From an optimization exercise on the open Yosys and OpenROAD flow, aimed at small area, a short achievable clock period and few clock cycles; shortcuts taken in it are not production practice. In this exercise RTL edits were held to simulation tests only and were not proved equivalent to the original. Power is estimated from default activity; no workload was simulated.

File: run.sh
#!/bin/bash
# synth_recipe.tcl (not shown) runs the flow's synth.tcl, then flattens the netlist and writes it again
# the make line also repeats each setting of config.mk as NAME=value (left out here)
make -C /OpenROAD-flow-scripts/flow DESIGN_CONFIG=/design/flow/config.mk WORK_HOME=/design/flow/orfs CLKGATE_MAP_FILE= SYNTH_SCRIPT=/design/flow/synth_recipe.tcl finish
File: config.mk
export PLATFORM = sky130hd
export DESIGN_NAME = flow_reassembly
export DESIGN_NICKNAME = flow_reassembly
export VERILOG_FILES = /design/flow/design.v
export SDC_FILE = /design/flow/constraint.sdc
export NUM_CORES = 4
export LEC_CHECK = 0
export ABC_CLOCK_PERIOD_IN_PS = 4000
export CAP_MARGIN = 20
export CORE_MARGIN = 2
export CORE_UTILIZATION = 40
export SETUP_SLACK_MARGIN = 2.5
export SLEW_MARGIN = 20
File: constraint.sdc
create_clock -name core_clock -period 7.0 [get_ports {clk}]
set_input_delay 1.4000 -clock core_clock [delete_from_list [all_inputs] [get_ports {clk}]]
set_output_delay 1.4000 -clock core_clock [all_outputs]
set_load 0.01 [all_outputs]
File: design.v
`default_nettype none
package flow_reasm_pkg;
    typedef struct packed {
        logic [3-1:0]  flow;
        logic [16-1:0]   seq;
        logic [8-1:0]   len;
        logic [8-1:0]   pkt_id;
    } seg_t;
    typedef struct packed {
        logic [16-1:0]   exp_seq;
        logic [4-1:0]  head;
        logic                   list_valid;
    } flow_entry_t;
    typedef struct packed {
        logic [16-1:0]   seq;
        logic [8-1:0]   len;
        logic [8-1:0]   pkt_id;
        logic [4-1:0]  next;
        logic                   last;
    } node_t;
    typedef enum logic [1:0] {
        REL_IN_ORDER,
        REL_REORDERED,
        REL_DROP
    } rel_kind_t;
    typedef struct packed {
        logic [8-1:0]   pkt_id;
        rel_kind_t              kind;
    } rel_t;
endpackage
`default_nettype wire
`default_nettype none
module flow_reassembly (
    input  logic                  clk,
    input  logic                  rst,
    input  logic                  seg_valid,
    input  flow_reasm_pkg::seg_t  seg,
    output logic                  ready,
    input  logic                  out_almost_full,
    output logic                  rel_valid,
    output flow_reasm_pkg::rel_t  rel
);
localparam int NF = 8;
localparam int NN = 16;
localparam int FW = 3;
localparam int NW = 4;
localparam int SW = 16;
localparam int PW = 8;
function automatic logic [1:0] cmp16(input logic [SW-1:0] a, input logic [SW-1:0] b);
    logic [15:0] l0, e0;
    logic [7:0]  l1, e1;
    logic [3:0]  l2, e2;
    logic [1:0]  l3, e3;
    l0 = ~a & b;
    e0 = ~(a ^ b);
    for (int i = 0; i < 8; i++) begin
        l1[i] = l0[2*i+1] | (e0[2*i+1] & l0[2*i]);
        e1[i] = e0[2*i+1] & e0[2*i];
    end
    for (int i = 0; i < 4; i++) begin
        l2[i] = l1[2*i+1] | (e1[2*i+1] & l1[2*i]);
        e2[i] = e1[2*i+1] & e1[2*i];
    end
    for (int i = 0; i < 2; i++) begin
        l3[i] = l2[2*i+1] | (e2[2*i+1] & l2[2*i]);
        e3[i] = e2[2*i+1] & e2[2*i];
    end
    cmp16 = {l3[1] | (e3[1] & l3[0]), e3[1] & e3[0]};
endfunction
logic          hv;
logic [FW-1:0] h_flow;
logic [SW-1:0] h_seq;
logic [SW-1:0] h_end;
logic [PW-1:0] h_pkt;
logic [SW-1:0] h_e;       
logic [NN-1:0] h_lt;      
logic [NN-1:0] h_qe;      
logic [NN-1:0] fm_h;      
logic [SW-1:0] exp_seq [NF];
logic [NN-1:0] pv;
logic [FW-1:0] pf [NN];
logic [SW-1:0] ps [NN];
logic [SW-1:0] pe [NN];
logic [PW-1:0] pp [NN];
logic [NW-1:0] pr [NN];
logic          ch_act;
logic [FW-1:0] ch_f;
logic [NN-1:0] cm;
logic          h_eq, h_gt;
logic [1:0]    hc;
logic          dup, full;
logic [NN-1:0] alloc;
logic [NW-1:0] new_rank;
assign hc   = cmp16(h_e, h_seq);
assign h_gt = hc[1];
assign h_eq = hc[0];
assign dup  = |(fm_h & h_qe);
assign full = &pv;
logic [NN-1:0] below;
logic [1:0]    pc1 [8];
logic [2:0]    pc2 [4];
logic [3:0]    pc3 [2];
assign below = fm_h & h_lt;
always_comb begin
    for (int k = 0; k < 8; k++) pc1[k] = {1'b0, below[2*k]} + {1'b0, below[2*k+1]};
    for (int k = 0; k < 4; k++) pc2[k] = {1'b0, pc1[2*k]} + {1'b0, pc1[2*k+1]};
    for (int k = 0; k < 2; k++) pc3[k] = {1'b0, pc2[2*k]} + {1'b0, pc2[2*k+1]};
    new_rank = pc3[0] + pc3[1];
end
always_comb begin
    alloc = '0;
    for (int j = NN - 1; j >= 0; j--) begin
        if (!pv[j]) begin
            alloc    = '0;
            alloc[j] = 1'b1;
        end
    end
end
logic [NN-1:0] r0, r1;
logic [SW-1:0] m_seq, m_end, n_seq;
logic [PW-1:0] m_pkt;
logic          n_any, m_any;
always_comb begin
    m_seq = '0;
    m_end = '0;
    m_pkt = '0;
    n_seq = '0;
    for (int j = 0; j < NN; j++) begin
        r0[j]   = (ch_act ? cm[j] : fm_h[j]) && (pr[j] == NW'(0));
        r1[j]   = cm[j] && (pr[j] == NW'(1));
        m_seq   = m_seq | (ps[j] & {SW{r0[j]}});
        m_end   = m_end | (pe[j] & {SW{r0[j]}});
        m_pkt   = m_pkt | (pp[j] & {PW{r0[j]}});
        n_seq   = n_seq | (ps[j] & {SW{r1[j]}});
    end
end
assign m_any = |r0;
assign n_any = |r1;
logic [SW-1:0] e_f;
logic [1:0]    mc, nc_end, nc_e, sc;
logic          m_eq;
logic [SW-1:0] e_ch;
logic          ch_go;
logic          ch_cont;
logic          start_ch;
assign e_f      = exp_seq[ch_f];
assign mc       = cmp16(m_seq, e_f);
assign m_eq     = mc[0];
assign e_ch     = m_eq ? m_end : e_f;
assign nc_end   = cmp16(m_end, n_seq);
assign nc_e     = cmp16(e_f, n_seq);
assign ch_go    = ch_act && !out_almost_full;
assign ch_cont  = n_any && (m_eq ? !nc_end[1] : !nc_e[1]);
assign sc       = cmp16(h_end, m_seq);
assign start_ch = m_any && !sc[1];
logic pop;
logic ins;
logic h_in;
always_comb begin
    if (!ch_act) begin
        pop = hv;
        ins = hv && h_gt && !dup && !full;
    end
    else begin
        ins = hv && (h_flow != ch_f) && h_gt && !dup && !full;
        pop = ins;
    end
end
assign h_in  = !ch_act && hv && h_eq;
assign ready = !out_almost_full && (!hv || pop);
logic          take;
logic [SW-1:0] e_sel;
logic [1:0]    c_h;
logic [NN-1:0] lt_nx, qe_nx;
logic [NN-1:0] fm_nx;
assign take  = seg_valid && ready;
assign e_sel = exp_seq[seg.flow];
assign c_h   = cmp16(h_seq, seg.seq);
always_comb begin
    for (int j = 0; j < NN; j++) begin
        logic [1:0] c;
        c = cmp16(ps[j], seg.seq);
        lt_nx[j] = (ins && alloc[j]) ? c_h[1] : c[1];
        qe_nx[j] = (ins && alloc[j]) ? c_h[0] : c[0];
        if (ins && alloc[j])
            fm_nx[j] = take ? (h_flow == seg.flow) : 1'b1;
        else if (pv[j] && !(ch_go && r0[j]))
            fm_nx[j] = take ? (pf[j] == seg.flow) : (pf[j] == h_flow);
        else
            fm_nx[j] = 1'b0;
    end
end
always_ff @(posedge clk) begin
    if (rst) begin
        hv        <= 1'b0;
        fm_h      <= '0;
        ch_act    <= 1'b0;
        rel_valid <= 1'b0;
        pv        <= '0;
        for (int f = 0; f < NF; f++) exp_seq[f] <= '0;
    end
    else begin
        if (take)     hv <= 1'b1;
        else if (pop) hv <= 1'b0;
        rel_valid <= ch_go || (!ch_act && hv && !ins);
        if (ch_act) begin
            if (ch_go) ch_act <= ch_cont;
        end
        else begin
            ch_act <= h_in && start_ch;
        end
        for (int f = 0; f < NF; f++) begin
            if (ch_go && ch_f == FW'(f))         exp_seq[f] <= e_ch;
            else if (h_in && h_flow == FW'(f))   exp_seq[f] <= h_end;
        end
        fm_h <= fm_nx;
        for (int j = 0; j < NN; j++) begin
            if (ch_go && r0[j])       pv[j] <= 1'b0;
            else if (ins && alloc[j]) pv[j] <= 1'b1;
        end
    end
end
always_ff @(posedge clk) begin
    if (take) begin
        h_flow <= seg.flow;
        h_seq  <= seg.seq;
        h_end  <= seg.seq + SW'(seg.len);
        h_pkt  <= seg.pkt_id;
        h_lt   <= lt_nx;
        h_qe   <= qe_nx;
        if (ch_go && ch_f == seg.flow)       h_e <= e_ch;
        else if (h_in && h_flow == seg.flow) h_e <= h_end;
        else                                 h_e <= e_sel;
    end
    else if (ch_go && ch_f == h_flow) begin
        h_e <= e_ch;
    end
    if (!ch_act) begin
        ch_f <= h_flow;
        cm   <= fm_h;
    end
    else if (ch_go) begin
        cm <= cm & ~r0;
    end
    if (ch_act) begin
        rel.pkt_id <= m_pkt;
        rel.kind   <= m_eq ? flow_reasm_pkg::REL_REORDERED : flow_reasm_pkg::REL_DROP;
    end
    else begin
        rel.pkt_id <= h_pkt;
        rel.kind   <= h_eq ? flow_reasm_pkg::REL_IN_ORDER : flow_reasm_pkg::REL_DROP;
    end
    for (int j = 0; j < NN; j++) begin
        if (ins && alloc[j]) begin
            pf[j] <= h_flow;
            ps[j] <= h_seq;
            pe[j] <= h_end;
            pp[j] <= h_pkt;
            pr[j] <= new_rank;
        end
        else if (ch_go && cm[j]) begin
            pr[j] <= pr[j] - NW'(1);
        end
        else if (ins && fm_h[j] && !h_lt[j]) begin
            pr[j] <= pr[j] + NW'(1);
        end
    end
end
endmodule
`default_nettype wire
==> results list, run 1 <==
* Number of H-tree branching levels: 3
* Count of final max-slew check failures: 0
* Largest net degree at the start of global routing: 65
- The tightest min-delay check is of the reg -> reg type.
* Latest clock arrival within the worst-skew pair: 0.77 ns
* Overall die area: 142000 um^2
- Ports: 51
- The number of antenna violations at the first check in global routing is 7.
- Final Hold Violating Endpoints: 0
* Share of power burned in combinational logic: 5.2%
- Core Area: 137000 um^2
* Area added between synthesis and finish: 13.3%
* Starting DRT DRC Count: 7022
- DP Wirelength: 147 mm
- The worst-case IR drop observed on VDD is 228 uV.
- Placement Cell Area: 58600 um^2
* Post-synthesis compound-gate area fraction: 15.8%
- Final worst path period share: 65.2%
- Sequential cells were found to cover 52.9% of the synthesized design area.
* Floorplan die height: 376 um
- CTS placed an instance of sky130_fd_sc_hd__clkbuf_16 at the clock tree root.
* Final nets: 5403
- Status: no timing/DRC/antenna violations
* Unrepaired setup endpoints after global routing: true
- Worst rel slew slack: 18.3%
- Across every metal layer, demand over resource in global routing totals 30.6%.
* Post-layout min period: 4.56 ns
- Switching power of the nets: 0.00314 W
- Sequential cell fraction of total power: 50.5%
* Wire length per cell after detailed routing: 32.5 um
- Cell with the largest stage delay on the worst path: sky130_fd_sc_hd__or4_1
- A synthesized cell averages 11.4 um^2.
- With fillers left out, the area of the finished cells amounts to 62800 um^2.
* Die outline width: 376 um
- Buffers inserted during clock tree synthesis total 109.
- Wires add up to 222 mm.
- The first global-routing pass estimated 312 mm of wire.
- The synthesized netlist devotes 11.8% of its cell area to simple gates.
- Including well taps, the total number of placed cells is 6589.
* Number of sinks handled by clock tree synthesis: 1035
* Number of nets still failing antenna checks after routing: 0
* Worst Tran Pin Value: 1.22 ns
- EDFF count, synth: 862
- In the routed layout, each cell is associated on average with a via count of 6.51.
* First-pass iteration count of the detailed router: 12
* Post-Syn Instances: 4846
- Summing the areas of all xor and xnor instances in the mapped netlist gives 2.16% of the synthesized area.
- By area, the combinational part of the netlist is dominated by compound AO/OA/AOI/OAI gates.
* Number of distinct library cell variants in the gate-level netlist after synthesis: 76
* Total buffers and inverters traversed by the critical path: 2
- For the final routed database, the setup TNS stands at 0 ns.
- Of all nets on the critical path, the largest fanout is 10.
* Maximum root-to-sink buffer count: 3
* CTS Hold Bufs: 0
- Cell internal power was estimated by the tool at 0.0102 W.
* Routed vias: 44511
- STA puts the critical path data arrival time at 5.18 ns.
* Cell Area, Synth: 55400 um^2
- Max cap viols: 0
- Crit end category: flop
- Reg clk slew, reported paths: 0.07 ns
* Dominant delay contributor by cell family on the critical path: compound AO/OA/AOI/OAI gates
* Required time at the worst-slack endpoint: 7.61 ns
- Synth Warn #: 10
* Kind of start point of the critical path: flop
- Power density over the cells: 213 nW/um^2
- Port Buf Inserts: 50
- Total grt overflow: 0
* Fraction of the mapped netlist area in adder cells: 9.65%
- Multiplexer cells account for 2.74% of the synthesized area.
- Count of placed standard cells in the final layout, fillers left out: 6835
- Routability-driven placement finished with a final weighted congestion of 1.02.
* Total of endpoints with negative setup slack in the final report: 0
* Most used DFF post-synth: sky130_fd_sc_hd__edfxtp_1
- Cells traversed along the worst timing path: ha_1 > nor4bb_4 > buf_4 > buf_4 > a22o_1 > a221oi_1 > nand4_1 > ha_1 > nand2_1 > or4_1 > a311oi_1 > nor4_1 > mux2i_1 > o31ai_4
* Fraction of layout cells with a size suffix above 1: 12.0%
* Number of global-route vias before repair: 42230
- Setup skew after layout: 0.0757 ns
- Switching part of the total: 23.5%
- Critical path class: reg -> reg
- The largest single stage delay on the critical path is 0.51 ns.
- Timing would allow up to 0.219 GHz.
* CTS tree: done
- Initial standard-cell utilization of the core: 40.3%
* # rows: 136
- In the routed design, unresolved DRC markers number 0.
- Of all flip-flops after synthesis, the portion carrying an async set or reset was 0%.
- Synthesis inferred 1035 register bits.
- Of the total power, the clock network draws 44.4%.
* Total nets after synthesis: 5306
- Leak: 23.9 nW
power groups by stage:
| stage | combinational, W | clock [W] | sequential, W |
|---|---|---|---|
| after floorplan | 0.000343 | 0 | 0.00686 |
| final | 0.000689 | 0.00593 | 0.00675 |
| after detailed placement | 0.000637 | 0 | 0.00690 |
| after CTS | 0.000668 | 0.00596 | 0.00675 |
| after global placement | 0.000630 | 0 | 0.00690 |
| after global routing | 0.000733 | 0.00619 | 0.00675 |
cells in the mapped netlist (all sizes together) (34+ instances only):
library cell  instances  area share, %
edfxtp              862             47
inv                 419            2.8
ha                  410            9.3
nand3               312            2.8
a211oi              250            4.0
nand2               241            1.6
clkbuf              214            1.4
a22oi               206            2.8
nor2                193            1.3
a21oi               188            1.7
nand4               177            2.0
dfxtp               173            6.2
o21ai               153            1.4
nor2b               100            1.1
xnor2                96            1.5
a21o                 95            1.3
a221oi               81            1.3
a22o                 72            1.1
buf                  48           0.54
mux2i                47           0.86
mux2                 43            1.0
xor2                 41           0.65
nor3                 35           0.32
nor4                 34           0.38
logic make-up after synthesis:
kind of cell | Yosys count
xor+xnor | 137
buf+inv | 687
simple gates | 1253
fa+ha+maj | 421
mux | 111
compound gates | 1202
flops | 1035
layout by cell type (no fill, tap or decap), types with 31 or more instances in the layout:
cell type,instances
sky130_fd_sc_hd__edfxtp_1,862
sky130_fd_sc_hd__ha_1,410
sky130_fd_sc_hd__inv_1,408
sky130_fd_sc_hd__nand3_1,312
sky130_fd_sc_hd__nand2_1,241
sky130_fd_sc_hd__a22oi_1,206
sky130_fd_sc_hd__a21oi_1,186
sky130_fd_sc_hd__a211oi_1,186
sky130_fd_sc_hd__nor2_1,185
sky130_fd_sc_hd__buf_4,185
sky130_fd_sc_hd__nand4_1,177
sky130_fd_sc_hd__dfxtp_1,172
sky130_fd_sc_hd__o21ai_0,144
sky130_fd_sc_hd__clkbuf_16,110
sky130_fd_sc_hd__nor2b_1,98
sky130_fd_sc_hd__a21o_1,94
sky130_fd_sc_hd__xnor2_1,94
sky130_fd_sc_hd__a221oi_1,81
sky130_fd_sc_hd__a22o_1,72
sky130_fd_sc_hd__a211oi_2,64
sky130_fd_sc_hd__mux2i_1,45
sky130_fd_sc_hd__clkdlybuf4s50_1,45
sky130_fd_sc_hd__xor2_1,39
sky130_fd_sc_hd__clkbuf_1,31
per-stage QoR:
stage	hold slack, ns	setup WS [ns]	utilization, %	total power [W]
floorplan	0.451	2.51	-	0.00721
global placement	0.499	1.58	42.6	0.00753
detailed placement	0.506	1.83	42.6	0.00753
CTS	0.512	2.30	45.5	0.0134
global route	0.544	2.38	45.7	0.0137
finish	0.526	2.44	45.7	0.0134
final timing paths:
kind / start / endpoint / slack [ns] / cells past startpoint
worst max-delay path: pr[8][0] / ch_act / 2.44 / 14
worst min register to register: pv[11] / fm_h[11] / 0.53 / 2
worst min-delay path: pv[11] / fm_h[11] / 0.53 / 2
worst max register to register: pr[8][0] / ch_act / 2.44 / 14
sequential cells by signal, indices dropped and copies added, names as in the netlist, 16 cells and up:
name     count
cm          16
exp_seq    128
fm_h        16
h_e         16
h_end       16
h_lt        16
h_qe        16
h_seq       16
pe         256
pf          48
pp         128
pr          64
ps         256
pv          16
routing by layer:
| metal | up-vias | part of all wire (%) | GRT usage [%] |
|---|---|---|---|
| met1 | 21811 | 39 | 40.2 |
| met3 | 792 | 13 | 9.93 |
| met5 | - | 0.048 | 0 |
| met4 | 14 | 5.8 | 14.9 |
| met2 | 3216 | 43 | 45.3 |
| li1 | 18678 | - | - |
what timing repair did:
item,CTS,global route
setup endpoints to repair,712,301
pin swaps,2,7
resized for setup,25,27
hold endpoints to repair,0,0
buffers inserted,21,12
gates cloned,1,0
layout make-up:
type	instances	area, um^2
timing repair buffer	247	2050
clock buffer	155	3060
multi-input combinational	3125	23900
sequential	1035	29400
tap	1794	2240
clock inverter	51	571
inverter	425	1630
antenna	3	7.51
fill	12581	74700
worst reg2reg max path: stages (launching register included):
cell	delay, ns
sky130_fd_sc_hd__edfxtp_1	0.48
sky130_fd_sc_hd__ha_1	0.25
sky130_fd_sc_hd__nor4bb_4	0.14
sky130_fd_sc_hd__buf_4	0.19
sky130_fd_sc_hd__buf_4	0.23
sky130_fd_sc_hd__a22o_1	0.25
sky130_fd_sc_hd__a221oi_1	0.50
sky130_fd_sc_hd__nand4_1	0.47
sky130_fd_sc_hd__ha_1	0.47
sky130_fd_sc_hd__nand2_1	0.06
sky130_fd_sc_hd__or4_1	0.51
sky130_fd_sc_hd__a311oi_1	0.34
sky130_fd_sc_hd__nor4_1	0.08
sky130_fd_sc_hd__mux2i_1	0.29
sky130_fd_sc_hd__o31ai_4	0.19
Testbench counts, summed over its fixed seeds: cycles 20,635.
==> inputs of run 2 (changes only) <==
--- a/design.v
+++ b/design.v
@@ -45,6 +45,7 @@
 localparam int FW = 3;
 localparam int NW = 4;
 localparam int SW = 16;
+localparam int LW = 8;
 localparam int PW = 8;
 function automatic logic [1:0] cmp16(input logic [SW-1:0] a, input logic [SW-1:0] b);
     logic [15:0] l0, e0;
@@ -67,10 +68,26 @@
     end
     cmp16 = {l3[1] | (e3[1] & l3[0]), e3[1] & e3[0]};
 endfunction
+function automatic logic [SW-1:0] add16(input logic [SW-1:0] a, input logic [LW-1:0] b);
+    logic [SW-1:0] g, p, gg, pp, c;
+    g  = a & {8'b0, b};
+    p  = a ^ {8'b0, b};
+    gg = g;
+    pp = p;
+    for (int d = 1; d < SW; d = d * 2) begin
+        for (int i = SW - 1; i >= d; i--) begin
+            gg[i] = gg[i] | (pp[i] & gg[i-d]);
+            pp[i] = pp[i] & pp[i-d];
+        end
+    end
+    c = {gg[SW-2:0], 1'b0};
+    add16 = p ^ c;
+endfunction
 logic          hv;
 logic [FW-1:0] h_flow;
 logic [SW-1:0] h_seq;
 logic [SW-1:0] h_end;
+logic [LW-1:0] h_len;
 logic [PW-1:0] h_pkt;
 logic [SW-1:0] h_e;       
 logic [NN-1:0] h_lt;      
@@ -80,12 +97,13 @@
 logic [NN-1:0] pv;
 logic [FW-1:0] pf [NN];
 logic [SW-1:0] ps [NN];
-logic [SW-1:0] pe [NN];
+logic [LW-1:0] pl [NN];
 logic [PW-1:0] pp [NN];
 logic [NW-1:0] pr [NN];
 logic          ch_act;
 logic [FW-1:0] ch_f;
 logic [NN-1:0] cm;
+logic [SW-1:0] hd_end;    
 logic          h_eq, h_gt;
 logic [1:0]    hc;
 logic          dup, full;
@@ -117,19 +135,22 @@
     end
 end
 logic [NN-1:0] r0, r1;
-logic [SW-1:0] m_seq, m_end, n_seq;
+logic [SW-1:0] m_seq, n_seq;
+logic [LW-1:0] m_len, n_len;
 logic [PW-1:0] m_pkt;
 logic          n_any, m_any;
 always_comb begin
     m_seq = '0;
-    m_end = '0;
+    m_len = '0;
+    n_len = '0;
     m_pkt = '0;
     n_seq = '0;
     for (int j = 0; j < NN; j++) begin
         r0[j]   = (ch_act ? cm[j] : fm_h[j]) && (pr[j] == NW'(0));
         r1[j]   = cm[j] && (pr[j] == NW'(1));
         m_seq   = m_seq | (ps[j] & {SW{r0[j]}});
-        m_end   = m_end | (pe[j] & {SW{r0[j]}});
+        m_len   = m_len | (pl[j] & {LW{r0[j]}});
+        n_len   = n_len | (pl[j] & {LW{r1[j]}});
         m_pkt   = m_pkt | (pp[j] & {PW{r0[j]}});
         n_seq   = n_seq | (ps[j] & {SW{r1[j]}});
     end
@@ -146,8 +167,8 @@
 assign e_f      = exp_seq[ch_f];
 assign mc       = cmp16(m_seq, e_f);
 assign m_eq     = mc[0];
-assign e_ch     = m_eq ? m_end : e_f;
-assign nc_end   = cmp16(m_end, n_seq);
+assign e_ch     = m_eq ? hd_end : e_f;
+assign nc_end   = cmp16(hd_end, n_seq);
 assign nc_e     = cmp16(e_f, n_seq);
 assign ch_go    = ch_act && !out_almost_full;
 assign ch_cont  = n_any && (m_eq ? !nc_end[1] : !nc_e[1]);
@@ -224,7 +245,8 @@
     if (take) begin
         h_flow <= seg.flow;
         h_seq  <= seg.seq;
-        h_end  <= seg.seq + SW'(seg.len);
+        h_end  <= add16(seg.seq, seg.len);
+        h_len  <= seg.len;
         h_pkt  <= seg.pkt_id;
         h_lt   <= lt_nx;
         h_qe   <= qe_nx;
@@ -236,11 +258,13 @@
         h_e <= e_ch;
     end
     if (!ch_act) begin
-        ch_f <= h_flow;
-        cm   <= fm_h;
+        ch_f   <= h_flow;
+        cm     <= fm_h;
+        hd_end <= add16(m_seq, m_len);
     end
     else if (ch_go) begin
-        cm <= cm & ~r0;
+        cm     <= cm & ~r0;
+        hd_end <= add16(n_seq, n_len);
     end
     if (ch_act) begin
         rel.pkt_id <= m_pkt;
@@ -254,7 +278,7 @@
         if (ins && alloc[j]) begin
             pf[j] <= h_flow;
             ps[j] <= h_seq;
-            pe[j] <= h_end;
+            pl[j] <= h_len;
             pp[j] <= h_pkt;
             pr[j] <= new_rank;
         end
==> results list, run 2 <==
* Worst setup slack for register-to-register paths: 2.50 ns
- Most frequent standard cell in the layout excluding fill and tap cells: sky130_fd_sc_hd__edfxtp_1
- Initial standard-cell utilization of the core: 40.3%
- Along the worst path, the maximum fanout reaches 11.
- EDFF count, synth: 758
- Synth Warn #: 10
- Global routing usage summed across all routing layers: 33.9%
- Count of final max-slew check failures: 0
- Global placer's final weighted congestion: 1.04
- For this design the ratio of total power to cell area is 200 nW/um^2.
* Number of filler instances in the final layout: 12125
* Switching part of the total: 24.1%
- Switching power of the nets: 0.00304 W
* First-pass iteration count of the detailed router: 9
* Cell Area, Synth: 53700 um^2
- Most frequent cell after synthesis: sky130_fd_sc_hd__edfxtp_1
- In the final layout, the share of cells above drive strength 1 is 15.0%.
* Post-Syn Instances: 4945
- Port Buf Inserts: 50
- Area fraction of the dominant cell type after synthesis: 42.4%
- Derived from the worst setup path, the maximum achievable clock frequency is 0.218 GHz.
* First-pass GRT wire length: 329 mm
- Setup skew after layout: 0.0656 ns
- Overall die area: 137000 um^2
- Floorplan die height: 370 um
* DP Wirelength: 164 mm
- The register with the most flip-flops in the layout has 256 of them.
- By area the synthesized netlist is led by sky130_fd_sc_hd__edfxtp_1 (42%), sky130_fd_sc_hd__ha_1 (9.9%), sky130_fd_sc_hd__dfxtp_1 (6.5%).
- Across the whole layout, storage elements account for 26200 um^2.
* Wire length after detailed routing: 240 mm
* Required time at the worst-slack endpoint: 5.60 ns
- Setup total negative slack: 0 ns
- Setup violations remaining at the end of the flow were counted as 0.
* Wire length per cell after detailed routing: 34.2 um
- Cell accounting for the most synthesized area: sky130_fd_sc_hd__edfxtp_1
- Arrival time worst endpoint: 3.18 ns
- The clock network burns 46.1% of the power.
- Multi-input gate area: 25800 um^2
* Worst ir drop on vdd: 193 uV
- After detailed routing, the number of remaining DRC violations is 0.
- P_int: 0.00956 W
- Reg clk slew, reported paths: 0.06 ns
* Max cap viols: 0
- Crit end category: output port
* Post-layout min period: 4.58 ns
- Kind of start point of the critical path: flop
* CTS Hold Bufs: 0
- Number of global-route vias before repair: 42656
- For the pin with the worst max-slew slack, the measured transition is 1.19 ns.
- Of the synthesized area, sequential elements account for 48.9%.
- In this run the static leakage power is 24.5 nW.
- In this run, CTS created clock tree buffers numbering 104.
- The top cell types in the final layout, fill and taps aside, are sky130_fd_sc_hd__edfxtp_1 (758), sky130_fd_sc_hd__inv_1 (436), sky130_fd_sc_hd__ha_1 (420), sky130_fd_sc_hd__buf_4 (277), sky130_fd_sc_hd__nand3_1 (272).
- Starting DRT DRC Count: 7732
- CTS saw 931 sinks.
- Routed vias: 46039
- When the netlist entered floorplanning its net count stood at 5423.
* Final Hold Violating Endpoints: 0
* Critical path class: reg -> out
- In the synthesized netlist, the cells that appear most often are sky130_fd_sc_hd__edfxtp_1 (758), sky130_fd_sc_hd__inv_1 (443), sky130_fd_sc_hd__ha_1 (426).
- Count of state elements after synthesis: 931
- In this run the tightest slew margin relative to its limit is 19.7%.
* Count of placed standard cells in the final layout, fillers left out: 7024
* Kind of path behind the tightest hold check: reg -> reg
- CTS tree: done
- Relative to the synthesized area, the layout overhead comes to 17.2%.
- The final layout contains 5641 nets.
- The total overflow left after global routing is 0.
* Clock tree root buffer cell: sky130_fd_sc_hd__clkbuf_16
- For this design the top-level I/O count stands at 51.
* # rows: 134
- The floorplan step set the die width to 370 um.
- The flow ran to the end and the layout has no timing, DRC or antenna violations.
- The number of different library cells used by synthesis comes to 77.
- The clock passes through at most 3 buffers.
* Unrepaired setup endpoints after global routing: true
* Number of H-tree branching levels: 3
- Largest net degree at the start of global routing: 57
- Antenna violations before repair: 13
- Instance count after placement with tap cells included: 6669
* Sequential cell fraction of total power: 48.0%
- Register ranked first by flip-flop count: ps
* Most used DFF post-synth: sky130_fd_sc_hd__edfxtp_1
- Share of flip-flops with an asynchronous set or reset: 0%
- Share of power burned in combinational logic: 5.9%
* Syn_area_per_cell: 10.9 um^2
* Number of nets still failing antenna checks after routing: 0
* Average vias per placed instance: 6.55
- The clock reaches the later pin of the worst-skew pair after 0.77 ns.
* Final worst path period share: 65.4%
- The total area inside the core boundary comes to 133000 um^2.
==> run 2: cell types whose count changed in the layout (fill, tap and decap cells not counted), moves of 16 or more <==
cell	change
sky130_fd_sc_hd__a21oi_1	+20
sky130_fd_sc_hd__buf_4	+92
sky130_fd_sc_hd__nand3b_1	+18
sky130_fd_sc_hd__mux2i_1	+39
sky130_fd_sc_hd__a22o_1	+19
sky130_fd_sc_hd__edfxtp_1	-104
sky130_fd_sc_hd__inv_1	+28
sky130_fd_sc_hd__xnor2_1	+33
sky130_fd_sc_hd__nand4_1	-30
sky130_fd_sc_hd__nand3_1	-40
sky130_fd_sc_hd__a221oi_1	+18
sky130_fd_sc_hd__nor2b_1	+17
sky130_fd_sc_hd__buf_12	+24
sky130_fd_sc_hd__nor3_1	+16
==> run 2: power groups by stage <==
| stage | clock network (W) | registers, W | logic (W) |
|---|---|---|---|
| 5_1_grt | 0.00603 | 0.00605 | 0.000782 |
| 3_5_place_dp | 0 | 0.00618 | 0.000669 |
| 6_report | 0.00581 | 0.00605 | 0.000744 |
| 2_1_floorplan | 0 | 0.00615 | 0.000357 |
| 4_1_cts | 0.00583 | 0.00605 | 0.000698 |
| 3_3_place_gp | 0 | 0.00618 | 0.000664 |
==> run 2: area by class of cell <==
| class | count | share of cell area [%] |
|---|---|---|
| clock buffers | 138 | 4.52 |
| multi-input cells | 3298 | 41.0 |
| flip-flops and latches | 931 | 41.7 |
| repair buffers | 381 | 5.48 |
| well taps | 1768 | 3.52 |
| inverters | 447 | 2.67 |
| clock inverters | 58 | 1.13 |
| diodes | 3 | 0.0119 |
==> run 2: critical path, stage by stage, from the launching register on <==
cell                       delay [ns]
sky130_fd_sc_hd__edfxtp_1        0.40
sky130_fd_sc_hd__buf_8           0.17
sky130_fd_sc_hd__ha_4            0.27
sky130_fd_sc_hd__nand4_1         0.19
sky130_fd_sc_hd__nor4_4          0.40
sky130_fd_sc_hd__a221oi_2        0.11
sky130_fd_sc_hd__o21ai_2         0.15
sky130_fd_sc_hd__nand3b_1        0.19
sky130_fd_sc_hd__a31oi_4         0.34
sky130_fd_sc_hd__buf_2           0.20
==> run 2: what timing repair did <==
action / in CTS / in global routing
pin swaps: 17 / 30
cloned: 0 / 2
setup endpoints to repair: 266 / 215
gates resized for setup: 124 / 77
buffers inserted: 63 / 91
hold endpoints to repair: 0 / 0
==> run 2: worst paths after layout <==
kind | startpoint | end | cells after the start
setup / recovery | h_seq[15] | ready | 9
hold / removal | h_seq[9] | ps[15][9] | 0
setup reg to reg | pr[15][0] | h_e[12] | 16
hold reg to reg | h_seq[9] | ps[15][9] | 0
==> run 2: kinds of logic after synthesis <==
| family | share of synthesized area, % |
|---|---|
| and+or+nand+nor | 13.0 |
| AOI/OAI and AO/OA | 16.9 |
| DFF | 48.9 |
| buffers and inverters | 5.18 |
| adders and majority gates | 10.4 |
| xor gates and xnor gates | 2.55 |
| muxes | 3.17 |
==> run 2: through the flow <==
stage | total power, W | hold slack (ns) | utilization [%] | area, um^2 | setup slack (ns)
detailed placement | 0.00685 | 0.494 | 42.9 | 57200 | 1.30
global placement | 0.00684 | 0.493 | 42.9 | 57200 | 1.35
finish | 0.0126 | 0.509 | 47.2 | 62900 | 2.42
floorplan | 0.00651 | 0.485 | - | 53700 | 1.97
CTS | 0.0126 | 0.510 | 46.4 | 61800 | 2.33
global route | 0.0129 | 0.536 | 47.2 | 62900 | 2.37
==> run 2: layer usage <==
layer  global-route usage [%]  up-vias  share of wire [%]
met2                     49.4     3510                 42
met4                     18.4       22                6.8
li1                         -    19164                  -
met5                        0        -              0.069
met1                     44.1    22479                 38
met3                     11.4      864                 14
Testbench counts of run 2, summed over its fixed seeds: cycles 20,635.

[re-timing with driven ports]
In the flow no input, the clock included, has a driving cell. The finished layouts below were timed again as built, in two steps.
Step 1: set_driving_cell puts a clkbuf_16 on clk and a buf_2 on each other input, an assumption about the parent block.
Step 2 also shifts input and output timing later by t, the mid clock arrival at the registers, as if the neighbouring blocks saw the same clock.
Three values: ideal, step 1, step 2; two values: the first two.
run	shift t [ns]	setup slack, ns	clock arrival spread, ns
run 1	0.812	2.436 / 2.436 / 1.722	0.079 / 0.079
run 2	0.817	2.419 / 2.342 / 1.716	0.066 / 0.066
After both steps setup and hold are still met in every run listed. For run 1, which loses most, drivers alone change the setup slack by 0.000 ns; drivers and shift together by -0.714 ns.
